This design comes from an exercise in tuning for small area and a short achievable clock period on the open sky130 flow, not from production work. In this exercise RTL edits were held to simulation tests only and were not proved equivalent to the original.

==> design.v <==
`timescale 1ns/1ps
module adc_fa (
    input  logic a_i,
    input  logic b_i,
    input  logic c_i,
    output logic s_o,
    output logic c_o
);
    assign s_o = a_i ^ b_i ^ c_i;
    assign c_o = (a_i & b_i) | (c_i & (a_i ^ b_i));
endmodule
module adc_mul (
    input  logic        clk_i,
    input  logic        rst_i,
    input  logic [11:0] x_i,
    input  logic [9:0]  y_i,
    input  logic [9:0]  z_i,
    output logic [11:0] fp_o             
);
    localparam int KA = 2;
    localparam int KB = 5;
    localparam int KC = 12 - KA - KB;
    localparam int YK = 6;
    logic [11:0] x_q;
    logic [9:0]  y_q;
    logic [9:0]  z_q;
    logic [3:0]  vld_q;                  
    always_ff @(posedge clk_i) begin
        x_q <= x_i;
        y_q <= y_i;
        z_q <= z_i;
    end
    always_ff @(posedge clk_i or posedge rst_i) begin
        if (rst_i) begin
            vld_q <= '0;
        end else begin
            vld_q <= {vld_q[2:0], 1'b1};
        end
    end
    logic [12:0] nacc [0:9];             
    logic [21:0] nprod;                  
    assign nacc[0] = {1'b1, ~(x_q & {12{y_q[0]}})};
    for (genvar r = 1; r < 10; r++) begin : g_row
        logic [11:0] na;
        logic [11:0] nb;
        assign na = nacc[r-1][12:1];
        assign nb = ~(x_q & {12{y_q[r]}});
        for (genvar i = 0; i < 12; i++) begin : g_bit
            logic nc;                    
            if (i == 0) begin : g_half
                assign nacc[r][0] = ~(na[0] ^ nb[0]);
                assign nc         = na[0] | nb[0];
            end else if (r == 1 && i == 11) begin : g_top
                assign nacc[r][i] = ~(nb[i] ^ g_bit[i-1].nc);
                assign nc         = nb[i] | g_bit[i-1].nc;
            end else begin : g_full
                adc_fa i_fa (.a_i(na[i]), .b_i(nb[i]), .c_i(g_bit[i-1].nc), .s_o(nacc[r][i]), .c_o(nc));
            end
        end
        assign nacc[r][12] = g_bit[11].nc;
    end
    for (genvar r = 0; r < 10; r++) begin : g_prod
        assign nprod[r] = nacc[r][0];
    end
    assign nprod[21:10] = nacc[9][12:1];
    logic [9:0] zd;
    assign zd = {z_q[9:1], z_q[0] | (z_q == '0)};
    for (genvar i = 0; i < 10; i++) begin : g_ge
        logic c;                         
        if (i == 0) begin : g_first
            assign c = ~nprod[12] | ~z_q[0];
        end else begin : g_next
            assign c = (~nprod[12+i] & ~z_q[i]) | (g_ge[i-1].c & (~nprod[12+i] | ~z_q[i]));
        end
    end
    logic [9:0] z_n8, z_n4, z_n2, z_odd, zon;
    assign z_n8  = (z_q[7:0]  == '0) ? (z_q  >> 8) : z_q;
    assign z_n4  = (z_n8[3:0] == '0) ? (z_n8 >> 4) : z_n8;
    assign z_n2  = (z_n4[1:0] == '0) ? (z_n4 >> 2) : z_n4;
    assign z_odd = (z_n2[0]   == '0) ? (z_n2 >> 1) : z_n2;
    assign zon   = ~z_odd;
    logic [9:0] ymod_a [0:YK-1];         
    for (genvar k = 0; k < YK; k++) begin : g_ymod_a
        logic [k:0] t;
        logic [k:0] diff;
        if (k == 0) begin : g_first
            assign t = y_q[9];
        end else begin : g_next
            assign t = {ymod_a[k-1][k-1:0], y_q[9-k]};
        end
        for (genvar i = 0; i <= k; i++) begin : g_bit
            logic c;                     
            if (i == 0) begin : g_first
                assign diff[0] = ~(t[0] ^ zon[0]);
                assign c       = t[0] | zon[0];
            end else begin : g_next
                adc_fa i_fa (.a_i(t[i]), .b_i(zon[i]), .c_i(g_bit[i-1].c), .s_o(diff[i]), .c_o(c));
            end
        end
        assign ymod_a[k] = {{(9-k){1'b0}}, (g_bit[k].c && (z_odd[9:k+1] == '0)) ? diff : t};
    end
    logic [9:0]  nrem_a [0:KA];
    logic [11:0] nlq_a  [0:KA];          
    assign nrem_a[0] = nprod[21:12];
    assign nlq_a[0]  = nprod[11:0];
    for (genvar k = 0; k < KA; k++) begin : g_stp_a
        logic [10:0] nt;
        logic [9:0]  ndiff;
        logic        nq;
        assign nt = {nrem_a[k], nlq_a[k][11]};
        for (genvar i = 0; i < 10; i++) begin : g_bit
            logic nc;                    
            if (i == 0) begin : g_first
                assign ndiff[0] = nt[0] ^ zd[0];
                assign nc       = nt[0] & zd[0];
            end else begin : g_next
                adc_fa i_fa (.a_i(nt[i]), .b_i(zd[i]), .c_i(g_bit[i-1].nc), .s_o(ndiff[i]), .c_o(nc));
            end
        end
        assign nq          = g_bit[9].nc & nt[10];
        assign nrem_a[k+1] = nq ? nt[9:0] : ndiff;
        assign nlq_a[k+1]  = {nlq_a[k][10:0], nq};
    end
    logic       x_nz;
    assign x_nz = (x_q != '0);
    logic [9:0]  nrem_a_q;
    logic [11:0] nlq_a_q;
    logic [9:0]  zd_a_q;
    logic        sat_a_q;                
    logic [9:0]  ym_a_q;                 
    logic [9:0]  zon_a_q;                
    logic        xnz_a_q;                
    always_ff @(posedge clk_i) begin
        nrem_a_q <= nrem_a[KA];
        nlq_a_q  <= nlq_a[KA];
        zd_a_q   <= zd;
        sat_a_q <= g_ge[9].c && x_nz && (y_q != '0);
        ym_a_q  <= {ymod_a[YK-1][YK-1:0], y_q[9-YK:0]};
        zon_a_q <= zon;
        xnz_a_q <= x_nz;
    end
    logic [9:0] ymod_b [YK:8];
    for (genvar k = YK; k < 9; k++) begin : g_ymod_b
        logic [k:0] t;
        logic [k:0] diff;
        if (k == YK) begin : g_first
            assign t = ym_a_q[9:9-k];
        end else begin : g_next
            assign t = {ymod_b[k-1][k-1:0], ym_a_q[9-k]};
        end
        for (genvar i = 0; i <= k; i++) begin : g_bit
            logic c;
            if (i == 0) begin : g_first
                assign diff[0] = ~(t[0] ^ zon_a_q[0]);
                assign c       = t[0] | zon_a_q[0];
            end else begin : g_next
                adc_fa i_fa (.a_i(t[i]), .b_i(zon_a_q[i]), .c_i(g_bit[i-1].c), .s_o(diff[i]), .c_o(c));
            end
        end
        assign ymod_b[k] = {{(9-k){1'b0}}, (g_bit[k].c && (zon_a_q[9:k+1] == '1)) ? diff : t};
    end
    logic [9:0] y_last;
    logic       y_div;                   
    assign y_last = {ymod_b[8][8:0], ym_a_q[0]};
    assign y_div  = (y_last == '0) || (y_last == ~zon_a_q);
    logic [9:0]  nrem_b [0:KB];
    logic [11:0] nlq_b  [0:KB];
    assign nrem_b[0] = nrem_a_q;
    assign nlq_b[0]  = nlq_a_q;
    for (genvar k = 0; k < KB; k++) begin : g_stp_b
        logic [10:0] nt;
        logic [9:0]  ndiff;
        logic        nq;
        assign nt = {nrem_b[k], nlq_b[k][11]};
        for (genvar i = 0; i < 10; i++) begin : g_bit
            logic nc;
            if (i == 0) begin : g_first
                assign ndiff[0] = nt[0] ^ zd_a_q[0];
                assign nc       = nt[0] & zd_a_q[0];
            end else begin : g_next
                adc_fa i_fa (.a_i(nt[i]), .b_i(zd_a_q[i]), .c_i(g_bit[i-1].nc), .s_o(ndiff[i]), .c_o(nc));
            end
        end
        assign nq          = g_bit[9].nc & nt[10];
        assign nrem_b[k+1] = nq ? nt[9:0] : ndiff;
        assign nlq_b[k+1]  = {nlq_b[k][10:0], nq};
    end
    logic [9:0]  nrem_b_q;
    logic [11:0] nlq_b_q;
    logic [9:0]  zd_b_q;
    logic        sat_b_q;
    logic        d_b_q;                  
    always_ff @(posedge clk_i) begin
        nrem_b_q <= nrem_b[KB];
        nlq_b_q  <= nlq_b[KB];
        zd_b_q   <= zd_a_q;
        sat_b_q <= sat_a_q;
        d_b_q   <= !y_div && xnz_a_q;
    end
    logic [9:0]  nrem_c [0:KC-1];
    logic [11:0] nlq_c  [0:KC-1];
    assign nrem_c[0] = nrem_b_q;
    assign nlq_c[0]  = nlq_b_q;
    for (genvar k = 0; k < KC; k++) begin : g_stp_c
        logic [10:0] nt;
        logic [9:0]  ndiff;
        logic        nq;
        assign nt = {nrem_c[k], nlq_c[k][11]};
        for (genvar i = 0; i < 10; i++) begin : g_bit
            logic nc;
            if (i == 0) begin : g_first
                assign ndiff[0] = nt[0] ^ zd_b_q[0];
                assign nc       = nt[0] & zd_b_q[0];
            end else begin : g_next
                adc_fa i_fa (.a_i(nt[i]), .b_i(zd_b_q[i]), .c_i(g_bit[i-1].nc), .s_o(ndiff[i]), .c_o(nc));
            end
        end
        assign nq = g_bit[9].nc & nt[10];
        if (k < KC - 1) begin : g_next
            assign nrem_c[k+1] = nq ? nt[9:0] : ndiff;
            assign nlq_c[k+1]  = {nlq_c[k][10:0], nq};
        end
    end
    logic [11:0] quot_q;
    logic        sat_q;
    logic        dec_q;                  
    always_ff @(posedge clk_i) begin
        quot_q <= ~{nlq_c[KC-1][10:0], g_stp_c[KC-1].nq};
        sat_q  <= sat_b_q;
        dec_q  <= d_b_q && ((g_stp_c[KC-1].ndiff == '1) || (g_stp_c[KC-1].nt == '1));
    end
    logic [11:0] res;
    for (genvar i = 0; i < 12; i++) begin : g_dec
        if (i == 0) begin : g_first
            assign res[i] = vld_q[3] && (sat_q || (quot_q[i] ^ dec_q));
        end else begin : g_next
            assign res[i] = vld_q[3] && (sat_q || (quot_q[i] ^ (dec_q && (quot_q[i-1:0] == '0))));
        end
    end
    always_ff @(posedge clk_i or posedge rst_i) begin
        if (rst_i) begin
            fp_o <= '0;
        end else begin
            fp_o <= res;
        end
    end
endmodule
==> flow/run.sh <==
#!/bin/bash
# The standard layout, with the smallest buffer on the ports instead of a delay
# buffer, and no dummy loads on the clock tree.
set -euo pipefail
export BUFFER_PORTS_ARGS="-buffer_cell sky130_fd_sc_hd__buf_1"
export CTS_ARGS="-sink_clustering_enable -repair_clock_nets -buf_list sky130_fd_sc_hd__clkbuf_8 -dont_use_dummy_load"
bash standard.sh > standard.log 2>&1
==> standard.sh <==
#!/bin/bash
# synth_recipe.tcl (not shown) runs the flow's synth.tcl, then flattens the netlist and writes it again
# the make line also repeats each setting of config.mk as NAME=value (left out here)
make -C /OpenROAD-flow-scripts/flow DESIGN_CONFIG=/design/flow/config.mk WORK_HOME=/design/flow/orfs CLKGATE_MAP_FILE= SYNTH_SCRIPT=/design/flow/synth_recipe.tcl "${@:-finish}"
==> config.mk <==
export PLATFORM = sky130hd
export DESIGN_NAME = adc_mul
export DESIGN_NICKNAME = adc_mul
export VERILOG_FILES = /design/flow/design.v
export SDC_FILE = /design/flow/constraint.sdc
export NUM_CORES = 4
export LEC_CHECK = 0
export ABC_AREA = 1
export CAP_MARGIN = 20
export CORE_MARGIN = 2
export CORE_UTILIZATION = 70
export CTS_BUF_LIST = sky130_fd_sc_hd__clkbuf_8
export SLEW_MARGIN = 20
export SYNTH_HIERARCHICAL = 1
export SYNTH_MINIMUM_KEEP_SIZE = 0
==> constraint.sdc <==
create_clock -name core_clock -period 110.0 [get_ports {clk_i}]
set_input_delay 22.0000 -clock core_clock [delete_from_list [all_inputs] [get_ports {clk_i}]]
set_output_delay 22.0000 -clock core_clock [all_outputs]
set_load 0.01 [all_outputs]
==> results of run 1 <==
-- layer usage --
layer  share of wire  vias up  GRT usage
li1                -     4137          -
met1            0.43     4208      0.345
met2            0.52      171      0.499
met3           0.028       42     0.0419
met4           0.022        0     0.0962
met5               0        -          0
-- per-module statistics from Yosys, one instance, submodules excluded --
module,cells inside,flops+latches,area [um2],times used
adc_mul,1098,150,7520,1
adc_fa,1,0,20.0,242
-- registers in the layout, indices dropped and copies added, names as in the netlist --
register / cells
zd_a_q: 10
z_q: 10
zd_b_q: 10
vld_q: 4
sat_q: 1
nrem_a_q: 10
fp_o: 12
d_b_q: 1
nrem_b_q: 10
dec_q: 1
x_q: 12
y_q: 10
sat_a_q: 1
nlq_b_q: 12
nlq_a_q: 12
xnz_a_q: 1
ym_a_q: 10
quot_q: 12
zon_a_q: 10
sat_b_q: 1
-- stage by stage --
stage	std cells	hold slack, ps	setup WS, ps	instance area, um2
2_1_floorplan	1340	310	87620	12400
4_1_cts	1586	311	86990	12900
6_report	1586	311	87030	12900
5_1_grt	1586	313	86410	12900
3_5_place_dp	1569	312	87520	12700
3_3_place_gp	1569	310	87550	12700
-- cells in the mapped netlist, drive strengths merged, types with 2 or more instances --
master	number	area share
o2111ai	2	0.0028
dfrtp	16	0.032
mux2	3	0.0027
inv	140	0.043
nor2	56	0.021
clkbuf	33	0.010
or2	5	0.0025
a31oi	27	0.015
o221ai	2	0.0014
xnor2	3	0.0021
dfxtp	134	0.22
mux2i	8	0.0065
clkinv	2	0.00061
a21boi	2	0.0012
o21a	3	0.0018
nand3	35	0.015
fa	242	0.39
ha	32	0.032
nor4	5	0.0025
a21oi	9	0.0039
xor2	5	0.0035
o21ai	43	0.018
and2	4	0.0020
buf	8	0.0034
nand2	503	0.16
nand4	11	0.0061
-- area by class of cell --
cell class / instances / area [um2] / area share
clock buffer: 17 / 234 / 0.0182
inverter: 142 / 536 / 0.0416
sequential: 150 / 3080 / 0.239
timing repair buffer: 45 / 169 / 0.0131
tap: 225 / 282 / 0.0218
multi-input combinational: 1007 / 8580 / 0.666
-- worst min-delay path by stage --
| stage | startpoint | end | slack (ps) |
|---|---|---|---|
| 2_1_floorplan | nlq_a_q[5] | nlq_b_q[10] | 310 |
| 6_report | nlq_a_q[6] | nlq_b_q[11] | 310 |
| 5_1_grt | nlq_a_q[6] | nlq_b_q[11] | 310 |
| 3_3_place_gp | nlq_a_q[2] | nlq_b_q[7] | 310 |
| 4_1_cts | nlq_a_q[6] | nlq_b_q[11] | 310 |
| 3_5_place_dp | nlq_a_q[2] | nlq_b_q[7] | 310 |
-- cells by family after synthesis --
logic type,count (synthesis),synth area share
and+or+nand+nor,620,0.207
adders and majority gates,274,0.424
buffers and inverters,183,0.0568
DFF,150,0.249
AOI/OAI and AO/OA,93,0.0473
muxes,11,0.00921
xor gates and xnor gates,8,0.00567
other,1,0.000303
==> impl_metrics.env, run 1 <==
export IMPL_detail_route_drc_violations=0
export IMPL_crit_reg2reg_launch="zd_a_q[0]"
export IMPL_final_period_utilization=0.209
export IMPL_cts_made_buffers=17
export IMPL_status="complete, no violations"
export IMPL_worst_r2r_setup_slack_ps=87500
export IMPL_grt_setup_unrepaired="false"
export IMPL_globalRouteOverflowTotal=0
export IMPL_ioPinCount=46
export IMPL_syn_cell_area_um2=12400
export IMPL_cp_max_fo=1
export IMPL_detail_route_first_pass_iterations=5
export IMPL_die_width_um=137
export IMPL_synth_flop_cell="dfxtp_1"
export IMPL_core_area_um2=17300
export IMPL_cp_end_kind="output pin"
export IMPL_cp_startpoint="fp_o[10]"
export IMPL_number_of_global_route_vias_before_repair=8836
export IMPL_placementRows=48
export IMPL_synth_fp_nets=1648
export IMPL_detail_route_vias_per_cell=5.40
export IMPL_max_freq_mhz=43.5
export IMPL_critical_path_max_stage_delay_ps=380
export IMPL_r2r_cells=66
export IMPL_holdBufCountCts=0
export IMPL_worstPathRequired_ps=88000
export IMPL_synth_edf_count=0
export IMPL_critical_path_cell_chain="buf_1"
export IMPL_synthesized_instance_count=1340
export IMPL_diodes=0
export IMPL_synth_lib_cells_used_distinct=51
export IMPL_antenna_found_initial=0
export IMPL_post_cts_buffers=0
export IMPL_largest_net_degree_at_the_start_of_global_routing=20
export IMPL_final_common_cell="nand2_1"
export IMPL_synth_async_reset_ratio=0.107
export IMPL_timing_critical_path_buf_inv=1
export IMPL_cts_root_buffer="clkbuf_8"
export IMPL_die_height_um=137
export IMPL_worst_path_dominant_cell_family="flip-flops"
export IMPL_dp_hpwl_mm=19.5
export IMPL_drtAntennaViolNets=0
export IMPL_setup_worst_path_end="fp_o[10]"
export IMPL_worstHoldPathCells=0
export IMPL_reg2reg_to="nrem_b_q[9]"
export IMPL_starting_density_of_the_core=0.715
export IMPL_postCtsResizedCells=0
export IMPL_cts_num_sinks=150
export IMPL_total_global_route_track_usage=0.279
export IMPL_layout_common_cells="488 x nand2_1, 242 x fa_1, 134 x dfxtp_1, 130 x inv_1, 50 x nor2_1"
export IMPL_fin_tns_setup_ps=0
export IMPL_post_synth_cell_area_avg_um2=9.23
export IMPL_finClkSkew_ps=39.4
export IMPL_final_max_slew_violation_count=0
export IMPL_first_iter_violations=390
export IMPL_timing_slew_headroom=0.583
export IMPL_fin_crit_ps=22970
export IMPL_clock_path_buffers=2
export IMPL_maxCapViolCount=0
export IMPL_fill_cells=1300
export IMPL_setup_violations_final=0
export IMPL_route_detailed_wl_per_inst_um=14.6
export IMPL_h_tree_depth=4
export IMPL_clk_pin_slew_worst_paths_ps=100
export IMPL_gpl_final_weighted_congestion=0.882
export IMPL_num_vias=8558
export IMPL_criticalPathCategory="flop to output pin"
export IMPL_synth_warnings=25
export IMPL_critPathLaunchType="flop"
export IMPL_worst_ep_arrival_time_ps=970
export IMPL_drive_gt1_frac=0.0463
export IMPL_worstHoldPathType="flop to flop"
export IMPL_syn2layout_area_growth_pct=4.19
export IMPL_total_die_area_um2=18700
export IMPL_worstSkewPairLatency_ps=470
export IMPL_finalWirelength_mm=23.2
export IMPL_buffer_ports_inserted=45
export IMPL_tightestPinTransition_ps=624
export IMPL_tritoncts="yes"
export IMPL_crit_cells=1
export IMPL_synth_ff_latch_count=150
export IMPL_layout_core_utilization=0.745
export IMPL_grt_first_pass_wirelength_mm=40.6
export IMPL_ys_seq_area_frac=0.249
export IMPL_critical_path_slowest_cell="dfrtp_1"
export IMPL_finalHoldViolations=0
export IMPL_finalNetCount=1671
==> run 2: changes to the inputs <==
--- a/config.mk
+++ b/config.mk
@@ -7,3 +7,2 @@
 export LEC_CHECK = 0
-export ABC_AREA = 1
 export CAP_MARGIN = 20
==> impl_metrics.env, run 2 <==
export IMPL_status="complete, no violations"
export IMPL_post_cts_buffers=0
export IMPL_worstPathRequired_ps=88000
export IMPL_critical_path_slowest_cell="dfrtp_1"
export IMPL_critical_path_cell_chain="buf_1"
export IMPL_worst_path_dominant_cell_family="flip-flops"
export IMPL_cp_max_fo=1
export IMPL_finalHoldViolations=0
export IMPL_cts_root_buffer="clkbuf_8"
export IMPL_placementRows=48
export IMPL_postCtsResizedCells=0
export IMPL_timing_slew_headroom=0.321
export IMPL_worstSkewPairLatency_ps=470
export IMPL_synth_top_cells_by_area="fa_1 39%, dfxtp_1 22%, mux2_2 7.9%"
export IMPL_dp_hpwl_mm=19.3
export IMPL_syn2layout_area_growth_pct=4.23
export IMPL_maxCapViolCount=0
export IMPL_ioPinCount=46
export IMPL_synth_edf_count=0
export IMPL_hold_path_endpoint="nlq_b_q[11]"
export IMPL_cts_num_sinks=150
export IMPL_finClkSkew_ps=44.9
export IMPL_synth_area_leader_cell="fa_1"
export IMPL_route_detailed_wl_per_inst_um=17.6
export IMPL_finalNetCount=1429
export IMPL_first_iter_violations=505
export IMPL_gpl_final_weighted_congestion=0.877
export IMPL_grt_first_pass_wirelength_mm=40.9
export IMPL_die_height_um=137
export IMPL_starting_density_of_the_core=0.716
export IMPL_setup_violations_final=0
export IMPL_die_width_um=137
export IMPL_total_global_route_track_usage=0.281
export IMPL_ys_seq_area_frac=0.248
export IMPL_detail_route_drc_violations=0
export IMPL_layout_common_cells="242 x fa_1, 189 x nand2_1, 134 x dfxtp_1, 87 x mux2_2, 74 x inv_1"
export IMPL_non_filler_instances=1344
export IMPL_synth_lib_cells_used_distinct=73
export IMPL_reg2reg_to="nrem_b_q[3]"
export IMPL_post_synth_cell_area_avg_um2=11.3
export IMPL_synth_common_cells="242 x fa_1, 189 x nand2_1, 134 x dfxtp_1, 87 x mux2_2, 74 x inv_1"
export IMPL_detail_route_vias_per_cell=5.95
export IMPL_fin_tns_setup_ps=0
export IMPL_synthesized_instance_count=1097
export IMPL_grt_setup_unrepaired="false"
export IMPL_clock_path_buffers=2
export IMPL_hold_crit_start="nlq_a_q[6]"
export IMPL_worstHoldPathType="flop to flop"
export IMPL_worst_r2r_setup_slack_ps=87510
export IMPL_clk_pin_slew_worst_paths_ps=110
export IMPL_drtAntennaViolNets=0
export IMPL_r2r_cells=60
export IMPL_final_max_slew_violation_count=0
export IMPL_final_common_cell="fa_1"
export IMPL_max_freq_mhz=43.5
export IMPL_dpl_cell_count=1327
export IMPL_fin_crit_ps=22960
export IMPL_core_area_um2=17400
export IMPL_diodes=0
export IMPL_critical_path_max_stage_delay_ps=370
export IMPL_holdBufCountCts=0
export IMPL_timing_critical_path_buf_inv=1
export IMPL_tritoncts="yes"
export IMPL_crit_reg2reg_launch="zd_a_q[0]"
export IMPL_cp_end_kind="output pin"
export IMPL_num_vias=7991
export IMPL_whs_ps=328
export IMPL_synth_warnings=25
export IMPL_antenna_found_initial=0
export IMPL_synth_top_cell_area_share=0.390
export IMPL_worstHoldPathCells=0
export IMPL_synth_ff_latch_count=150
export IMPL_buffer_ports_inserted=45
export IMPL_number_of_global_route_vias_before_repair=8444
export IMPL_cts_made_buffers=17
export IMPL_final_period_utilization=0.209
export IMPL_synth_async_reset_ratio=0.107
export IMPL_h_tree_depth=4
export IMPL_tightestPinTransition_ps=1010
export IMPL_finalWirelength_mm=23.6
export IMPL_worst_ep_arrival_time_ps=960
export IMPL_detail_route_first_pass_iterations=8
export IMPL_globalRouteOverflowTotal=0
export IMPL_synth_fp_nets=1405
export IMPL_largest_net_degree_at_the_start_of_global_routing=20
export IMPL_post_synth_top_count_cell="fa_1"
export IMPL_synth_flop_cell="dfxtp_1"
export IMPL_syn_cell_area_um2=12400
export IMPL_critPathLaunchType="flop"
export IMPL_total_die_area_um2=18800
export IMPL_drive_gt1_frac=0.112
export IMPL_criticalPathCategory="flop to output pin"
-- run 2: changes by cell type after synthesis, sizes merged, moves of 8 or more --
| cell | change |
|---|---|
| and2 | +11 |
| nor2 | -30 |
| a21oi | +13 |
| inv | -63 |
| o21ai | -20 |
| nand3 | -21 |
| a31oi | -22 |
| o211ai | +8 |
| nand2 | -314 |
| mux2 | +96 |
| nor3 | +9 |
-- run 2: stage by stage --
stage | worst slack [ps] | cell area [um2] | utilization
detailed placement | 87500 | 12700 | 0.733
finish | 87040 | 13000 | 0.747
CTS | 87010 | 13000 | 0.747
global route | 86640 | 13000 | 0.747
global placement | 87550 | 12700 | 0.733
floorplan | 87620 | 12400 | -
-- run 2: per-module statistics from Yosys, one instance, submodules excluded --
module / cells / copies in the design / flops+latches
adc_fa: 1 / 242 / 0
adc_mul: 855 / 1 / 150
-- run 2: worst max path at each step --
stage | startpoint | endpoint | slack, ps | cells after the start
4_1_cts | fp_o[11] | fp_o[11] | 87010 | 1
5_1_grt | zd_a_q[0] | nrem_b_q[3] | 86640 | 60
3_3_place_gp | rst_i | fp_o[0] | 87550 | 2
2_1_floorplan | fp_o[0] | fp_o[0] | 87620 | 0
6_report | fp_o[11] | fp_o[11] | 87040 | 1
3_5_place_dp | rst_i | fp_o[1] | 87500 | 2
-- run 2: final cells by class --
type	instances	area, um2
timing repair buffer	49	199
fill	1235	4400
sequential	150	3080
tap	225	282
clock buffer	17	234
inverter	79	297
multi-input combinational	824	8870
-- run 2: kinds of logic (layout without fill, tap and decap cells) --
logic type | count (synthesis) | after routing | synth area share
AND/OR/NAND/NOR | 309 | 309 | 0.115
other | 1 | 1 | 0.000302
flip-flops | 150 | 150 | 0.248
adder cells (fa/ha/maj) | 275 | 275 | 0.423
multiplexers | 111 | 111 | 0.0993
buffers and inverters | 123 | 145 | 0.0390
AO/OA/AOI/OAI | 113 | 113 | 0.0650
XOR/XNOR | 15 | 15 | 0.0106
-- run 2: worst register-to-register path, delay by kind of cell (launching register included) --
kind	cells	cell delay [ps]
adders and majority gates	46	18280
muxes	3	1230
and+or+nand+nor	6	1080
buffers and inverters	2	390
AOI/OAI and AO/OA	3	1030
DFF	1	370
-- run 2: layer usage --
metal	up-vias	track usage	share of wire
met3	48	0.0423	0.038
met4	0	0.0916	0.023
li1	3654	-	-
met5	-	0	0
met1	4085	0.365	0.43
met2	204	0.488	0.51
==> run 3: changes to the inputs <==
==> flow/run.sh (replaced) <==
#!/bin/bash
# The standard layout, with the smallest buffer on the ports instead of a delay
# buffer, and a clock tree of small leaf buffers under a strong root, without
# dummy loads.
set -euo pipefail
export BUFFER_PORTS_ARGS="-buffer_cell sky130_fd_sc_hd__buf_1"
export CTS_ARGS="-sink_clustering_enable -repair_clock_nets -root_buf sky130_fd_sc_hd__clkbuf_16 -buf_list {sky130_fd_sc_hd__clkbuf_4 sky130_fd_sc_hd__clkbuf_8} -dont_use_dummy_load"
bash standard.sh > standard.log 2>&1
--- a/config.mk
+++ b/config.mk
@@ -7,2 +7,3 @@
 export LEC_CHECK = 0
+export ABC_AREA = 1
 export CAP_MARGIN = 20
==> impl_metrics.env, run 3 <==
export IMPL_worstHoldPathType="flop to flop"
export IMPL_hold_crit_start="nlq_a_q[6]"
export IMPL_post_synth_cell_area_avg_um2=9.23
export IMPL_buffer_ports_inserted=45
export IMPL_critPathLaunchType="flop"
export IMPL_final_max_slew_violation_count=0
export IMPL_finClkSkew_ps=37.8
export IMPL_globalRouteOverflowTotal=0
export IMPL_finalHoldViolations=0
export IMPL_antenna_found_initial=0
export IMPL_first_iter_violations=426
export IMPL_criticalPathCategory="flop to output pin"
export IMPL_timing_critical_path_buf_inv=1
export IMPL_die_width_um=137
export IMPL_number_of_global_route_vias_before_repair=8840
export IMPL_starting_density_of_the_core=0.715
export IMPL_synth_fp_nets=1648
export IMPL_synth_lib_cells_used_distinct=51
export IMPL_grt_first_pass_wirelength_mm=40.6
export IMPL_tritoncts="yes"
export IMPL_detail_route_vias_per_cell=5.39
export IMPL_status="complete, no violations"
export IMPL_synth_ff_latch_count=150
export IMPL_finalNetCount=1671
export IMPL_placementRows=48
export IMPL_cts_num_sinks=150
export IMPL_detail_route_drc_violations=0
export IMPL_tightestPinTransition_ps=615
export IMPL_synth_area_leader_cell="fa_1"
export IMPL_multi_input_comb_area_um2=8580
export IMPL_ys_seq_area_frac=0.249
export IMPL_synth_common_cells="488 x nand2_1, 242 x fa_1, 134 x dfxtp_1, 130 x inv_1, 50 x nor2_1"
export IMPL_drive_gt1_frac=0.0463
export IMPL_grt_setup_unrepaired="false"
export IMPL_worstPathRequired_ps=88000
export IMPL_clock_path_buffers=2
export IMPL_fin_tns_setup_ps=0
export IMPL_setup_violations_final=0
export IMPL_crit_cells=1
export IMPL_worst_ep_arrival_time_ps=890
export IMPL_die_height_um=137
export IMPL_cp_max_fo=1
export IMPL_dpl_cell_count=1569
export IMPL_h_tree_depth=4
export IMPL_critical_path_cell_chain="buf_1"
export IMPL_clk_pin_slew_worst_paths_ps=100
export IMPL_detail_route_first_pass_iterations=5
export IMPL_worst_r2r_setup_slack_ps=87520
export IMPL_cts_root_buffer="clkbuf_16"
export IMPL_fin_crit_ps=22890
export IMPL_synth_top_cells_by_area="fa_1 39%, dfxtp_1 22%, nand2_1 15%"
export IMPL_ioPinCount=46
export IMPL_synth_warnings=25
export IMPL_cp_end_kind="output pin"
export IMPL_total_global_route_track_usage=0.279
export IMPL_gpl_final_weighted_congestion=0.882
export IMPL_final_period_utilization=0.208
export IMPL_synth_edf_count=0
export IMPL_worstHoldPathCells=0
export IMPL_synth_async_reset_ratio=0.107
export IMPL_postCtsResizedCells=0
export IMPL_worstSkewPairLatency_ps=390
export IMPL_reg2reg_to="nrem_b_q[9]"
export IMPL_finalWirelength_mm=23.2
export IMPL_drtAntennaViolNets=0
export IMPL_synthesized_instance_count=1340
export IMPL_core_area_um2=17300
export IMPL_critical_path_max_stage_delay_ps=380
export IMPL_crit_reg2reg_launch="zd_a_q[0]"
export IMPL_r2r_cells=66
export IMPL_hold_path_endpoint="nlq_b_q[11]"
export IMPL_holdBufCountCts=0
export IMPL_syn2layout_area_growth_pct=4.28
export IMPL_cts_made_buffers=17
export IMPL_layout_common_cells="488 x nand2_1, 242 x fa_1, 134 x dfxtp_1, 130 x inv_1, 50 x nor2_1"
export IMPL_syn_cell_area_um2=12400
export IMPL_fill_cells=1296
export IMPL_post_cts_buffers=0
export IMPL_post_synth_top_count_cell="nand2_1"
export IMPL_total_die_area_um2=18700
export IMPL_timing_slew_headroom=0.589
export IMPL_non_filler_instances=1586
export IMPL_synth_flop_cell="dfxtp_1"
export IMPL_final_seq_area_um2=3080
export IMPL_worst_path_dominant_cell_family="flip-flops"
export IMPL_largest_net_degree_at_the_start_of_global_routing=20
export IMPL_critical_path_slowest_cell="dfrtp_1"
export IMPL_diodes=0
export IMPL_layout_core_utilization=0.746
export IMPL_max_freq_mhz=43.7
export IMPL_whs_ps=310
export IMPL_final_common_cell="nand2_1"
export IMPL_maxCapViolCount=0
export IMPL_route_detailed_wl_per_inst_um=14.7
export IMPL_num_vias=8545
export IMPL_synth_top_cell_area_share=0.392
export IMPL_dp_hpwl_mm=19.5
run 3: Yosys stat by module, one instance, submodules excluded:
module   times used  flip-flops and latches  area, um2  cells
adc_mul           1                     150       7520   1098
adc_fa          242                       0       20.0      1
run 3: worst max path at each step:
stage / start / to
6_report: fp_o[10] / fp_o[10]
5_1_grt: zd_a_q[0] / nrem_b_q[2]
4_1_cts: fp_o[10] / fp_o[10]
3_5_place_dp: fp_o[10] / fp_o[10]
3_3_place_gp: fp_o[8] / fp_o[8]
2_1_floorplan: fp_o[0] / fp_o[0]
run 3: per-layer routing:
| layer | global-route usage | routed length, um | vias to the layer above |
|---|---|---|---|
| met3 | 0.0430 | 634 | 39 |
| met1 | 0.345 | 9840 | 4218 |
| met4 | 0.0945 | 484 | 0 |
| met2 | 0.501 | 12300 | 151 |
| met5 | 0 | 0 | - |
| li1 | - | - | 4137 |
run 3: cells by family after synthesis:
kind of cell | after synthesis | share of synthesized area
flops | 150 | 0.249
fa+ha+maj | 274 | 0.424
other cells | 1 | 0.000303
buf+inv | 183 | 0.0568
compound gates | 93 | 0.0473
xor+xnor | 8 | 0.00567
mux | 11 | 0.00921
simple gates | 620 | 0.207
run 3: cell type report:
class	count	area share
tap	225	0.0218
multi-input combinational	1007	0.666
clock buffer	17	0.0190
timing repair buffer	45	0.0131
inverter	142	0.0415
sequential	150	0.239
run 3: per-stage QoR:
| stage | instance area [um2] | setup slack [ps] |
|---|---|---|
| 6_report | 12900 | 87110 |
| 4_1_cts | 12900 | 87080 |
| 2_1_floorplan | 12400 | 87620 |
| 5_1_grt | 12900 | 86410 |
| 3_3_place_gp | 12700 | 87550 |
| 3_5_place_dp | 12700 | 87520 |
==> run 4: changes to the inputs <==
==> flow/run.sh (replaced) <==
#!/bin/bash
# The standard layout with three changes:
#  - the smallest buffer on the ports instead of a delay buffer;
#  - a clock tree under a strong root buffer, without dummy loads;
#  - half adder cells left out, so that synthesis maps half adders to gates
#    (the design's half adders mostly need inverted inputs or outputs).
set -euo pipefail
export BUFFER_PORTS_ARGS="-buffer_cell sky130_fd_sc_hd__buf_1"
export CTS_ARGS="-sink_clustering_enable -repair_clock_nets -root_buf sky130_fd_sc_hd__clkbuf_16 -buf_list sky130_fd_sc_hd__clkbuf_8 -dont_use_dummy_load"
# The platform's own don't-use list, plus the half adders
plat_du=$(sed -n '/^export DONT_USE_CELLS += \\/,/^#/p' "$FLOW_HOME/platforms/$FLOW_PLATFORM/config.mk" \
          | grep -v '^#' | grep -v 'export' | tr -d '\\' | tr -s ' \n' ' ')
du="$plat_du sky130_fd_sc_hd__ha_1 sky130_fd_sc_hd__ha_2 sky130_fd_sc_hd__ha_4"
echo "DONT_USE_CELLS=$du" > dont_use.log
bash standard.sh "DONT_USE_CELLS=$du" finish > standard.log 2>&1
==> impl_metrics.env, run 4 <==
export IMPL_final_max_slew_violation_count=0
export IMPL_synth_top_cells_by_area="fa_1 39%, dfxtp_1 22%, nand2_1 16%"
export IMPL_largest_net_degree_at_the_start_of_global_routing=18
export IMPL_final_seq_area_um2=3080
export IMPL_gpl_final_weighted_congestion=0.876
export IMPL_cp_end_kind="output pin"
export IMPL_ys_seq_area_frac=0.251
export IMPL_maxCapViolCount=0
export IMPL_synth_lib_cells_used_distinct=47
export IMPL_tritoncts="yes"
export IMPL_die_width_um=137
export IMPL_starting_density_of_the_core=0.713
export IMPL_post_cts_buffers=0
export IMPL_cp_startpoint="fp_o[10]"
export IMPL_syn_cell_area_um2=12300
export IMPL_worstHoldPathType="flop to flop"
export IMPL_layout_common_cells="523 x nand2_1, 242 x fa_1, 134 x dfxtp_1, 92 x inv_1, 58 x nor2_1"
export IMPL_total_die_area_um2=18600
export IMPL_critical_path_cell_chain="buf_1"
export IMPL_finalHoldViolations=0
export IMPL_synth_top_cell_area_share=0.394
export IMPL_core_area_um2=17200
export IMPL_criticalPathCategory="flop to output pin"
export IMPL_finClkSkew_ps=30.2
export IMPL_hold_crit_start="sat_b_q"
export IMPL_worst_r2r_setup_slack_ps=87890
export IMPL_fill_cells=1347
export IMPL_cts_num_sinks=150
export IMPL_crit_reg2reg_launch="zd_b_q[0]"
export IMPL_synth_common_cells="523 x nand2_1, 242 x fa_1, 134 x dfxtp_1, 92 x inv_1, 58 x nor2_1"
export IMPL_grt_first_pass_wirelength_mm=39.8
export IMPL_status="complete, no violations"
export IMPL_drive_gt1_frac=0.0632
export IMPL_fin_tns_setup_ps=0
export IMPL_cts_made_buffers=17
export IMPL_hold_path_endpoint="sat_q"
export IMPL_total_global_route_track_usage=0.274
export IMPL_tightestPinTransition_ps=659
export IMPL_synth_edf_count=0
export IMPL_cts_root_buffer="clkbuf_16"
export IMPL_timing_slew_headroom=0.560
export IMPL_detail_route_drc_violations=0
export IMPL_clk_pin_slew_worst_paths_ps=90
export IMPL_buffer_ports_inserted=45
export IMPL_placementRows=48
export IMPL_synth_flop_cell="dfxtp_1"
export IMPL_detail_route_vias_per_cell=5.40
export IMPL_die_height_um=137
export IMPL_worstPathRequired_ps=88000
export IMPL_diodes=0
export IMPL_non_filler_instances=1601
export IMPL_post_synth_cell_area_avg_um2=9.05
export IMPL_worst_path_dominant_cell_family="flip-flops"
export IMPL_cp_max_fo=1
export IMPL_critical_path_max_stage_delay_ps=380
export IMPL_critical_path_slowest_cell="dfrtp_1"
export IMPL_globalRouteOverflowTotal=0
export IMPL_route_detailed_wl_per_inst_um=14.3
export IMPL_drtAntennaViolNets=0
export IMPL_finalWirelength_mm=22.9
export IMPL_reg2reg_to="dec_q"
export IMPL_h_tree_depth=4
export IMPL_synth_ff_latch_count=150
export IMPL_grt_setup_unrepaired="false"
export IMPL_fin_crit_ps=22880
export IMPL_timing_critical_path_buf_inv=1
export IMPL_critPathLaunchType="flop"
export IMPL_final_common_cell="nand2_1"
export IMPL_postCtsResizedCells=0
export IMPL_dpl_cell_count=1584
export IMPL_r2r_cells=62
export IMPL_ioPinCount=46
export IMPL_number_of_global_route_vias_before_repair=8530
export IMPL_worstHoldPathCells=0
export IMPL_final_period_utilization=0.208
export IMPL_antenna_found_initial=0
export IMPL_max_freq_mhz=43.7
export IMPL_worstSkewPairLatency_ps=380
export IMPL_dp_hpwl_mm=19.2
export IMPL_synth_async_reset_ratio=0.107
export IMPL_synthesized_instance_count=1358
export IMPL_multi_input_comb_area_um2=8610
export IMPL_detail_route_first_pass_iterations=5
export IMPL_num_vias=8644
export IMPL_setup_violations_final=0
export IMPL_synth_warnings=25
export IMPL_syn2layout_area_growth_pct=3.96
export IMPL_synth_fp_nets=1634
export IMPL_holdBufCountCts=0
export IMPL_finalNetCount=1654
export IMPL_layout_core_utilization=0.741
export IMPL_worst_ep_arrival_time_ps=880
export IMPL_post_synth_top_count_cell="nand2_1"
export IMPL_first_iter_violations=522
export IMPL_synth_area_leader_cell="fa_1"
export IMPL_clock_path_buffers=2
==> run 4: worst max path at each step <==
stage,cells after the start,endpoint,slack [ps]
after floorplan,0,fp_o[0],87620
after global placement,1,fp_o[1],87550
after detailed placement,1,fp_o[8],87520
after CTS,1,fp_o[10],87100
after global routing,1,fp_o[11],87080
final,1,fp_o[10],87120
==> run 4: routing by layer <==
| metal | up-vias | GRT usage | share of wire |
|---|---|---|---|
| met1 | 4224 | 0.344 | 0.42 |
| met5 | - | 0 | 0 |
| met3 | 39 | 0.0563 | 0.043 |
| li1 | 4192 | - | - |
| met4 | 0 | 0.0856 | 0.024 |
| met2 | 189 | 0.479 | 0.51 |
==> run 4: cells by family after synthesis <==
family | share of synthesized area
adder cells (fa/ha/maj) | 0.394
flip-flops | 0.251
XOR/XNOR | 0.0184
AO/OA/AOI/OAI | 0.0434
multiplexers | 0.00672
other | 0.000305
AND/OR/NAND/NOR | 0.237
buffers and inverters | 0.0491
==> run 4: per-module statistics from Yosys, one instance, submodules excluded <==
module	copies in the design	cell area [um2]	flops+latches
adc_mul	1	7450	150
adc_fa	242	20.0	0
==> run 4: final cells by class <==
cell class / instances / share of cell area
multi-input cells: 1060 / 0.673
flip-flops and latches: 150 / 0.241
inverters: 103 / 0.0303
well taps: 225 / 0.0220
clock buffers: 17 / 0.0192
repair buffers: 46 / 0.0138
==> run 4: stage by stage <==
stage | hold slack (ps) | setup WS (ps) | cell area [um2]
CTS | 315 | 87100 | 12800
global route | 323 | 87080 | 12800
global placement | 310 | 87550 | 12500
detailed placement | 312 | 87520 | 12500
finish | 309 | 87120 | 12800
floorplan | 310 | 87620 | 12300
==> run 5: changes to the inputs <==
--- a/design.v
+++ b/design.v
@@ -22,3 +22,3 @@
     localparam int KC = 12 - KA - KB;
-    localparam int YK = 6;
+    localparam int YK = 9;
     logic [11:0] x_q;
@@ -123,2 +123,6 @@
     end
+    logic [9:0] y_last;
+    logic       y_div;                   
+    assign y_last = {ymod_a[8][8:0], y_q[0]};
+    assign y_div  = (y_last == '0) || (y_last == z_odd);
     logic       x_nz;
@@ -129,5 +133,3 @@
     logic        sat_a_q;                
-    logic [9:0]  ym_a_q;                 
-    logic [9:0]  zon_a_q;                
-    logic        xnz_a_q;                
+    logic        d_a_q;                  
     always_ff @(posedge clk_i) begin
@@ -137,30 +139,4 @@
         sat_a_q <= g_ge[9].c && x_nz && (y_q != '0);
-        ym_a_q  <= {ymod_a[YK-1][YK-1:0], y_q[9-YK:0]};
-        zon_a_q <= zon;
-        xnz_a_q <= x_nz;
-    end
-    logic [9:0] ymod_b [YK:8];
-    for (genvar k = YK; k < 9; k++) begin : g_ymod_b
-        logic [k:0] t;
-        logic [k:0] diff;
-        if (k == YK) begin : g_first
-            assign t = ym_a_q[9:9-k];
-        end else begin : g_next
-            assign t = {ymod_b[k-1][k-1:0], ym_a_q[9-k]};
-        end
-        for (genvar i = 0; i <= k; i++) begin : g_bit
-            logic c;
-            if (i == 0) begin : g_first
-                assign diff[0] = ~(t[0] ^ zon_a_q[0]);
-                assign c       = t[0] | zon_a_q[0];
-            end else begin : g_next
-                adc_fa i_fa (.a_i(t[i]), .b_i(zon_a_q[i]), .c_i(g_bit[i-1].c), .s_o(diff[i]), .c_o(c));
-            end
-        end
-        assign ymod_b[k] = {{(9-k){1'b0}}, (g_bit[k].c && (zon_a_q[9:k+1] == '1)) ? diff : t};
-    end
-    logic [9:0] y_last;
-    logic       y_div;                   
-    assign y_last = {ymod_b[8][8:0], ym_a_q[0]};
-    assign y_div  = (y_last == '0) || (y_last == ~zon_a_q);
+        d_a_q    <= !y_div && x_nz;
+    end
     logic [9:0]  nrem_b [0:KB];
@@ -197,3 +173,3 @@
         sat_b_q <= sat_a_q;
-        d_b_q   <= !y_div && xnz_a_q;
+        d_b_q    <= d_a_q;
     end
==> impl_metrics.env, run 5 <==
export IMPL_status="complete, no violations"
export IMPL_starting_density_of_the_core=0.710
export IMPL_drive_gt1_frac=0.0714
export IMPL_synth_lib_cells_used_distinct=50
export IMPL_gr_usage_met1=0.363
export IMPL_max_freq_mhz=43.8
export IMPL_worstSkewPairLatency_ps=370
export IMPL_postCtsResizedCells=0
export IMPL_detail_route_first_pass_iterations=5
export IMPL_grt_first_pass_wirelength_mm=41.2
export IMPL_synth_top_cells_by_area="fa_1 40%, dfxtp_1 19%, nand2_1 17%"
export IMPL_synth_area_leader_cell="fa_1"
export IMPL_timing_slew_headroom=0.389
export IMPL_number_of_global_route_vias_before_repair=9015
export IMPL_ys_seq_area_frac=0.221
export IMPL_fill_cells=1385
export IMPL_detail_route_vias_per_cell=5.42
export IMPL_final_seq_area_um2=2680
export IMPL_total_die_area_um2=18400
export IMPL_clk_pin_slew_worst_paths_ps=70
export IMPL_tritoncts="yes"
export IMPL_grt_setup_unrepaired="false"
export IMPL_synth_common_cells="564 x nand2_1, 242 x fa_1, 114 x dfxtp_1, 104 x inv_1, 70 x nand3_1"
export IMPL_hold_path_endpoint="nlq_b_q[6]"
export IMPL_final_common_cell="nand2_1"
export IMPL_cp_max_fo=1
export IMPL_critical_path_slowest_cell="dfrtp_1"
export IMPL_crit_reg2reg_launch="zd_b_q[0]"
export IMPL_worstPathRequired_ps=88000
export IMPL_post_synth_cell_area_avg_um2=8.71
export IMPL_dp_hpwl_mm=19.5
export IMPL_diodes=0
export IMPL_hold_crit_start="nlq_a_q[1]"
export IMPL_cp_end_kind="output pin"
export IMPL_post_synth_top_count_cell="nand2_1"
export IMPL_timing_critical_path_buf_inv=1
export IMPL_ioPinCount=46
export IMPL_holdBufCountCts=0
export IMPL_met2_usage=0.513
export IMPL_dpl_cell_count=1622
export IMPL_die_width_um=136
export IMPL_h_tree_depth=4
export IMPL_critical_path_cell_chain="buf_1"
export IMPL_post_cts_buffers=0
export IMPL_placementRows=48
export IMPL_cts_root_buffer="clkbuf_16"
export IMPL_finalNetCount=1692
export IMPL_num_vias=8884
export IMPL_synth_warnings=23
export IMPL_worst_ep_arrival_time_ps=860
export IMPL_clock_path_buffers=2
export IMPL_buffer_ports_inserted=45
export IMPL_detail_route_drc_violations=0
export IMPL_syn_cell_area_um2=12200
export IMPL_worstHoldPathType="flop to flop"
export IMPL_worst_path_dominant_cell_family="flip-flops"
export IMPL_global_route_usage_met3=0.0501
export IMPL_synth_async_reset_ratio=0.123
export IMPL_antenna_found_initial=0
export IMPL_fin_tns_setup_ps=0
export IMPL_final_max_slew_violation_count=0
export IMPL_synth_edf_count=0
export IMPL_r2r_cells=62
export IMPL_final_period_utilization=0.208
export IMPL_critPathLaunchType="flop"
export IMPL_cts_num_sinks=130
export IMPL_route_detailed_wl_per_inst_um=14.5
export IMPL_worst_r2r_setup_slack_ps=87930
export IMPL_maxCapViolCount=0
export IMPL_synth_top_cell_area_share=0.399
export IMPL_finalWirelength_mm=23.8
export IMPL_syn2layout_area_growth_pct=4.25
export IMPL_largest_net_degree_at_the_start_of_global_routing=19
export IMPL_synth_fp_nets=1672
export IMPL_globalRoute_busiestLayer="met2"
export IMPL_layout_common_cells="564 x nand2_1, 242 x fa_1, 114 x dfxtp_1, 104 x inv_1, 70 x nand3_1"
export IMPL_setup_violations_final=0
export IMPL_total_global_route_track_usage=0.286
export IMPL_gpl_final_weighted_congestion=0.838
export IMPL_finClkSkew_ps=24.5
export IMPL_non_filler_instances=1639
export IMPL_synth_flop_cell="dfxtp_1"
export IMPL_globalRouteOverflowTotal=0
export IMPL_tightestPinTransition_ps=909
export IMPL_cts_made_buffers=17
export IMPL_synthesized_instance_count=1396
export IMPL_drtAntennaViolNets=0
export IMPL_first_iter_violations=590
export IMPL_synth_ff_latch_count=130
export IMPL_worstHoldPathCells=0
export IMPL_multi_input_comb_area_um2=8850
export IMPL_fin_crit_ps=22860
export IMPL_reg2reg_to="dec_q"
export IMPL_die_height_um=136
export IMPL_finalHoldViolations=0
export IMPL_criticalPathCategory="flop to output pin"
export IMPL_critical_path_max_stage_delay_ps=370
export IMPL_core_area_um2=17100
-- run 5: through the flow --
step | utilization | cell area [um2] | hold WS, ps | setup slack (ps)
2_1_floorplan | - | 12200 | 310 | 87620
3_3_place_gp | 0.726 | 12400 | 310 | 87530
3_5_place_dp | 0.726 | 12400 | 314 | 87490
4_1_cts | 0.740 | 12700 | 314 | 87130
5_1_grt | 0.740 | 12700 | 317 | 86910
6_report | 0.740 | 12700 | 313 | 87140
-- run 5: logic make-up (layout without fill, tap and decap cells) --
logic type                 after synthesis  in the layout  share of synthesized area
and+or+nand+nor                        781            781                      0.282
adders and majority gates              242            242                      0.399
buffers and inverters                  160            178                     0.0507
DFF                                    130            130                      0.221
AOI/OAI and AO/OA                       65             65                     0.0348
xor gates and xnor gates                14             14                     0.0101
muxes                                    3              3                    0.00268
other                                    1              1                   0.000309
-- run 5: worst max-delay path by stage --
stage / start / endpoint / slack, ps / depth (start not counted)
floorplan: fp_o[0] / fp_o[0] / 87620 / 0
detailed placement: rst_i / fp_o[0] / 87490 / 2
finish: fp_o[11] / fp_o[11] / 87140 / 1
global placement: rst_i / fp_o[0] / 87530 / 2
CTS: fp_o[11] / fp_o[11] / 87130 / 1
global route: zd_a_q[0] / nrem_b_q[1] / 86910 / 63
-- run 5: layout make-up --
class,count,share of cell area
Sequential cell,130,0.212
Clock buffer,17,0.0194
Tap cell,225,0.0222
Multi-Input combinational cell,1106,0.699
Timing Repair Buffer,45,0.0133
Inverter,116,0.0345
-- run 5: Yosys stat by module, one instance, submodules excluded --
module | cells | copies in the design
adc_fa | 1 | 242
adc_mul | 1154 | 1
-- run 5: layer usage --
layer / vias up / part of all wire
met5: - / 0
met3: 39 / 0.034
met1: 4370 / 0.43
met2: 172 / 0.52
li1: 4303 / -
met4: 0 / 0.015
==> run 6: changes to the inputs <==
--- a/flow/run.sh
+++ b/flow/run.sh
@@ -8,3 +8,3 @@
 export BUFFER_PORTS_ARGS="-buffer_cell sky130_fd_sc_hd__buf_1"
-export CTS_ARGS="-sink_clustering_enable -repair_clock_nets -root_buf sky130_fd_sc_hd__clkbuf_16 -buf_list sky130_fd_sc_hd__clkbuf_8 -dont_use_dummy_load"
+export CTS_ARGS="-sink_clustering_enable -repair_clock_nets -root_buf sky130_fd_sc_hd__clkbuf_16 -buf_list sky130_fd_sc_hd__clkbuf_16 -dont_use_dummy_load"
 # The platform's own don't-use list, plus the half adders
==> impl_metrics.env, run 6 <==
export IMPL_crit_cells=1
export IMPL_postPlaceCellArea_um2=12400
export IMPL_synth_common_cells="564 x nand2_1, 242 x fa_1, 114 x dfxtp_1, 104 x inv_1, 70 x nand3_1"
export IMPL_finClkSkew_ps=17.1
export IMPL_reg2reg_to="nrem_b_q[3]"
export IMPL_synth_fp_nets=1672
export IMPL_design_area_um2=12800
export IMPL_core_area_um2=17100
export IMPL_final_seq_area_um2=2680
export IMPL_critPathLaunchType="flop"
export IMPL_synth_top_cell_area_share=0.399
export IMPL_worstHoldPathType="flop to flop"
export IMPL_first_iter_violations=549
export IMPL_detailroute_wirelength_met3_um=929
export IMPL_ioPinCount=46
export IMPL_fill_cells=1332
export IMPL_synth_top_cells_by_area="fa_1 40%, dfxtp_1 19%, nand2_1 17%"
export IMPL_synth_edf_count=0
export IMPL_final_max_slew_violation_count=0
export IMPL_setup_violations_final=0
export IMPL_h_tree_depth=4
export IMPL_r2r_cells=63
export IMPL_finalWirelength_mm=24.0
export IMPL_maxCapViolCount=0
export IMPL_routed_wl_met2_mm=12.6
export IMPL_antenna_found_initial=0
export IMPL_syn_cell_area_um2=12200
export IMPL_cp_max_fo=1
export IMPL_route_detailed_wl_per_inst_um=14.6
export IMPL_clk_pin_slew_worst_paths_ps=50
export IMPL_worstPathRequired_ps=88000
export IMPL_non_filler_instances=1639
export IMPL_total_global_route_track_usage=0.290
export IMPL_critical_path_cell_chain="buf_1"
export IMPL_die_width_um=136
export IMPL_detail_route_vias_per_cell=5.45
export IMPL_synth_lib_cells_used_distinct=50
export IMPL_crit_reg2reg_launch="zd_a_q[0]"
export IMPL_final_common_cell="nand2_1"
export IMPL_drive_gt1_frac=0.0714
export IMPL_post_synth_cell_area_avg_um2=8.71
export IMPL_gpl_final_weighted_congestion=0.838
export IMPL_whs_ps=318
export IMPL_dp_hpwl_mm=19.5
export IMPL_finalHoldViolations=0
export IMPL_layout_common_cells="564 x nand2_1, 242 x fa_1, 114 x dfxtp_1, 104 x inv_1, 70 x nand3_1"
export IMPL_holdBufCountCts=0
export IMPL_worst_path_dominant_cell_family="flip-flops"
export IMPL_detail_route_wirelength_met1_mm=10.0
export IMPL_finalNetCount=1692
export IMPL_synth_async_reset_ratio=0.123
export IMPL_cts_root_buffer="clkbuf_16"
export IMPL_status="complete, no violations"
export IMPL_routed_top_layer="met4"
export IMPL_placementRows=48
export IMPL_setup_worst_path_end="fp_o[11]"
export IMPL_synth_area_leader_cell="fa_1"
export IMPL_synth_warnings=23
export IMPL_final_period_utilization=0.208
export IMPL_syn2layout_area_growth_pct=5.73
export IMPL_synth_ff_latch_count=130
export IMPL_fin_crit_ps=22900
export IMPL_globalRouteOverflowTotal=0
export IMPL_layout_core_utilization=0.751
export IMPL_detail_route_first_pass_iterations=5
export IMPL_post_synth_top_count_cell="nand2_1"
export IMPL_diodes=0
export IMPL_cp_end_kind="output pin"
export IMPL_die_height_um=136
export IMPL_synthesized_instance_count=1396
export IMPL_max_freq_mhz=43.7
export IMPL_tightestPinTransition_ps=906
export IMPL_cts_num_sinks=130
export IMPL_cts_made_buffers=17
export IMPL_drtAntennaViolNets=0
export IMPL_tritoncts="yes"
export IMPL_num_vias=8926
export IMPL_worstSkewPairLatency_ps=420
export IMPL_number_of_global_route_vias_before_repair=9111
export IMPL_dpl_cell_count=1622
export IMPL_largest_net_degree_at_the_start_of_global_routing=19
export IMPL_grt_setup_unrepaired="false"
export IMPL_synth_flop_cell="dfxtp_1"
export IMPL_worst_r2r_setup_slack_ps=87930
export IMPL_multi_input_comb_area_um2=8850
export IMPL_detail_route_drc_violations=0
export IMPL_worst_ep_arrival_time_ps=900
export IMPL_cp_startpoint="fp_o[11]"
export IMPL_ys_seq_area_frac=0.221
export IMPL_post_cts_buffers=0
export IMPL_postCtsResizedCells=0
export IMPL_total_die_area_um2=18400
export IMPL_starting_density_of_the_core=0.710
export IMPL_critical_path_max_stage_delay_ps=360
export IMPL_clock_path_buffers=2
export IMPL_critical_path_slowest_cell="dfrtp_1"
export IMPL_grt_first_pass_wirelength_mm=41.7
export IMPL_buffer_ports_inserted=45
export IMPL_timing_slew_headroom=0.390
export IMPL_fin_tns_setup_ps=0
export IMPL_criticalPathCategory="flop to output pin"
export IMPL_timing_critical_path_buf_inv=1
[run 6: layout make-up]
type                            count  area share
Multi-Input combinational cell   1106       0.689
Sequential cell                   130       0.209
Inverter                          116      0.0340
Clock buffer                       17      0.0331
Tap cell                          225      0.0219
Timing Repair Buffer               45      0.0131
[run 6: cell families after synthesis]
kind of cell	synth area share
flip-flops	0.221
AO/OA/AOI/OAI	0.0348
XOR/XNOR	0.0101
other	0.000309
AND/OR/NAND/NOR	0.282
multiplexers	0.00268
adder cells (fa/ha/maj)	0.399
buffers and inverters	0.0507
[run 6: through the flow]
step                      worst slack [ps]
final                                87100
after global routing                 86830
after detailed placement             87490
after floorplan                      87620
after CTS                            87090
after global placement               87530
[run 6: routing by layer]
metal | vias up | global-route usage
li1 | 4303 | -
met1 | 4399 | 0.363
met2 | 185 | 0.524
met3 | 39 | 0.0408
met4 | 0 | 0.0891
met5 | - | 0
[run 6: worst min path at each step]
stage            endpoint  slack [ps]  cells past startpoint  startpoint
2_1_floorplan       d_b_q         310                      0       d_a_q
6_report       nlq_b_q[6]         320                      0  nlq_a_q[1]
3_5_place_dp      sat_b_q         310                      0     sat_a_q
5_1_grt        nlq_b_q[6]         320                      0  nlq_a_q[1]
4_1_cts        nlq_b_q[6]         320                      0  nlq_a_q[1]
3_3_place_gp   nlq_b_q[5]         310                      0  nlq_a_q[0]
[run 6: Yosys stat by module (local to each module, per instance)]
module,flip-flops and latches,cell area [um2],cells
adc_fa,0,20.0,1
adc_mul,130,7310,1154
==> run 7: changes to the inputs <==
--- a/flow/run.sh
+++ b/flow/run.sh
@@ -8,3 +8,3 @@
 export BUFFER_PORTS_ARGS="-buffer_cell sky130_fd_sc_hd__buf_1"
-export CTS_ARGS="-sink_clustering_enable -repair_clock_nets -root_buf sky130_fd_sc_hd__clkbuf_16 -buf_list sky130_fd_sc_hd__clkbuf_16 -dont_use_dummy_load"
+export CTS_ARGS="-sink_clustering_enable -repair_clock_nets -root_buf sky130_fd_sc_hd__clkbuf_16 -buf_list sky130_fd_sc_hd__clkbuf_4 -dont_use_dummy_load"
 # The platform's own don't-use list, plus the half adders
==> impl_metrics.env, run 7 <==
export IMPL_synth_async_reset_ratio=0.123
export IMPL_synth_edf_count=0
export IMPL_criticalPathCategory="flop to output pin"
export IMPL_cts_made_buffers=17
export IMPL_diodes=0
export IMPL_total_global_route_track_usage=0.282
export IMPL_timing_critical_path_buf_inv=1
export IMPL_dp_hpwl_mm=19.5
export IMPL_final_common_cell="nand2_1"
export IMPL_placementRows=48
export IMPL_status="complete, no violations"
export IMPL_cts_root_buffer="clkbuf_16"
export IMPL_synthesized_instance_count=1396
export IMPL_setup_violations_final=0
export IMPL_die_width_um=136
export IMPL_finClkSkew_ps=41.2
export IMPL_worstSkewPairLatency_ps=380
export IMPL_maxCapViolCount=0
export IMPL_route_detailed_wl_per_inst_um=14.3
export IMPL_finalNetCount=1692
export IMPL_worst_path_dominant_cell_family="flip-flops"
export IMPL_grt_first_pass_wirelength_mm=40.8
export IMPL_post_synth_cell_area_avg_um2=8.71
export IMPL_holdBufCountCts=0
export IMPL_dpl_cell_count=1622
export IMPL_max_freq_mhz=43.7
export IMPL_crit_reg2reg_launch="zd_a_q[0]"
export IMPL_critical_path_max_stage_delay_ps=380
export IMPL_critical_path_slowest_cell="dfrtp_1"
export IMPL_layout_core_utilization=0.734
export IMPL_synth_warnings=23
export IMPL_syn_cell_area_um2=12200
export IMPL_cp_end_kind="output pin"
export IMPL_first_iter_violations=447
export IMPL_clock_path_buffers=2
export IMPL_cp_startpoint="fp_o[4]"
export IMPL_ioPinCount=46
export IMPL_synth_ff_latch_count=130
export IMPL_globalRouteOverflowTotal=0
export IMPL_fin_crit_ps=22870
export IMPL_tightestPinTransition_ps=899
export IMPL_largest_net_degree_at_the_start_of_global_routing=19
export IMPL_synth_top_cell_area_share=0.399
export IMPL_worst_ep_arrival_time_ps=870
export IMPL_crit_cells=1
export IMPL_core_area_um2=17100
export IMPL_clk_pin_slew_worst_paths_ps=120
export IMPL_syn2layout_area_growth_pct=3.43
export IMPL_synth_common_cells="564 x nand2_1, 242 x fa_1, 114 x dfxtp_1, 104 x inv_1, 70 x nand3_1"
export IMPL_number_of_global_route_vias_before_repair=8954
export IMPL_setup_worst_path_end="fp_o[4]"
export IMPL_grt_setup_unrepaired="false"
export IMPL_synth_flop_cell="dfxtp_1"
export IMPL_starting_density_of_the_core=0.710
export IMPL_detail_route_first_pass_iterations=5
export IMPL_finalHoldViolations=0
export IMPL_total_die_area_um2=18400
export IMPL_postCtsResizedCells=0
export IMPL_post_cts_buffers=0
export IMPL_synth_lib_cells_used_distinct=50
export IMPL_h_tree_depth=4
export IMPL_synth_area_leader_cell="fa_1"
export IMPL_r2r_cells=63
export IMPL_buffer_ports_inserted=45
export IMPL_ys_seq_area_frac=0.221
export IMPL_critPathLaunchType="flop"
export IMPL_worstHoldPathCells=0
export IMPL_worstPathRequired_ps=88000
export IMPL_finalWirelength_mm=23.4
export IMPL_critical_path_cell_chain="buf_1"
export IMPL_detail_route_drc_violations=0
export IMPL_synth_fp_nets=1672
export IMPL_die_height_um=136
export IMPL_antenna_found_initial=0
export IMPL_post_synth_top_count_cell="nand2_1"
export IMPL_drtAntennaViolNets=0
export IMPL_gpl_final_weighted_congestion=0.838
export IMPL_drive_gt1_frac=0.0714
export IMPL_num_vias=8834
export IMPL_tritoncts="yes"
export IMPL_fin_tns_setup_ps=0
export IMPL_non_filler_instances=1639
export IMPL_cts_num_sinks=130
export IMPL_layout_common_cells="564 x nand2_1, 242 x fa_1, 114 x dfxtp_1, 104 x inv_1, 70 x nand3_1"
export IMPL_synth_top_cells_by_area="fa_1 40%, dfxtp_1 19%, nand2_1 17%"
export IMPL_worstHoldPathType="flop to flop"
export IMPL_reg2reg_to="nrem_b_q[3]"
export IMPL_cp_max_fo=1
export IMPL_detail_route_vias_per_cell=5.39
export IMPL_timing_slew_headroom=0.395
export IMPL_worst_r2r_setup_slack_ps=87960
export IMPL_final_period_utilization=0.208
export IMPL_final_max_slew_violation_count=0
run 7: cell counts after synthesis:
No cell type changed its count.
run 7: cell families (layout without fill, tap and decap cells):
kind of cell    Yosys count  after routing  share of synthesized area
compound gates           65             65                     0.0348
xor+xnor                 14             14                     0.0101
fa+ha+maj               242            242                      0.399
buf+inv                 160            178                     0.0507
flops                   130            130                      0.221
mux                       3              3                    0.00268
other cells               1              1                   0.000309
simple gates            781            781                      0.282
run 7: metrics by stage:
step | hold slack, ps | setup WS (ps) | cell area, um2
detailed placement | 314 | 87490 | 12400
floorplan | 310 | 87620 | 12200
global route | 318 | 86920 | 12600
global placement | 310 | 87530 | 12400
CTS | 317 | 87110 | 12600
finish | 318 | 87130 | 12600
run 7: modules after synthesis, one instance, submodules excluded:
module | flip-flops and latches | area (um2)
adc_fa | 0 | 20.0
adc_mul | 130 | 7310
run 7: layout make-up:
class                      count  area [um2]
multi-input combinational   1106        8850
fill                        1401        4550
sequential                   130        2680
inverter                     116         437
tap                          225         282
timing repair buffer          45         169
clock buffer                  17         145
run 7: how the worst min path moves through the flow:
stage	start	endpoint	slack, ps
2_1_floorplan	d_a_q	d_b_q	310
3_3_place_gp	nlq_a_q[0]	nlq_b_q[5]	310
3_5_place_dp	sat_a_q	sat_b_q	310
4_1_cts	nlq_a_q[1]	nlq_b_q[6]	320
5_1_grt	nlq_a_q[1]	nlq_b_q[6]	320
6_report	nlq_a_q[1]	nlq_b_q[6]	320
run 7: layer usage:
layer	track usage	up-vias	wire length, um
met5	0	-	0
met4	0.0683	0	360
met3	0.0486	40	820
met2	0.506	168	12200
met1	0.360	4326	9990
li1	-	4300	-

==> afterwards: timing with drivers on the ports <==
The flow's constraints put no driver on any port. The routed layouts listed below were extracted and timed again, unchanged, in two steps. Step 1 (the two cells are an assumption about what drives the block):
set clk [get_ports {clk_i}]
set_driving_cell -lib_cell sky130_fd_sc_hd__clkbuf_16 $clk
set_driving_cell -lib_cell sky130_fd_sc_hd__buf_2 [delete_from_list [all_inputs] $clk]
Step 2 times the ports against the registers' clock, not the clock port: input delays grow and output delays shrink by t, the midpoint of the rising clock arrivals with the driver on. a / b / c = ideal ports / drivers / drivers and shift; a / b = the first two.
| run | shift t [ns] | setup WS [ns] | latest minus earliest clock arrival (ns) |
|---|---|---|---|
| run 1 | 0.484 | 87.030 / 86.992 / 87.476 | 0.039 / 0.040 |
| run 2 | 0.488 | 87.037 / 86.994 / 87.482 | 0.045 / 0.045 |
| run 3 | 0.418 | 87.105 / 87.058 / 87.476 | 0.039 / 0.039 |
| run 4 | 0.411 | 87.120 / 87.076 / 87.487 | 0.031 / 0.031 |
| run 5 | 0.406 | 87.144 / 87.097 / 87.503 | 0.026 / 0.026 |
| run 6 | 0.456 | 87.101 / 87.054 / 87.510 | 0.018 / 0.018 |
| run 7 | 0.399 | 87.130 / 87.084 / 87.483 | 0.047 / 0.047 |
After both steps setup and hold are still met in every run listed.
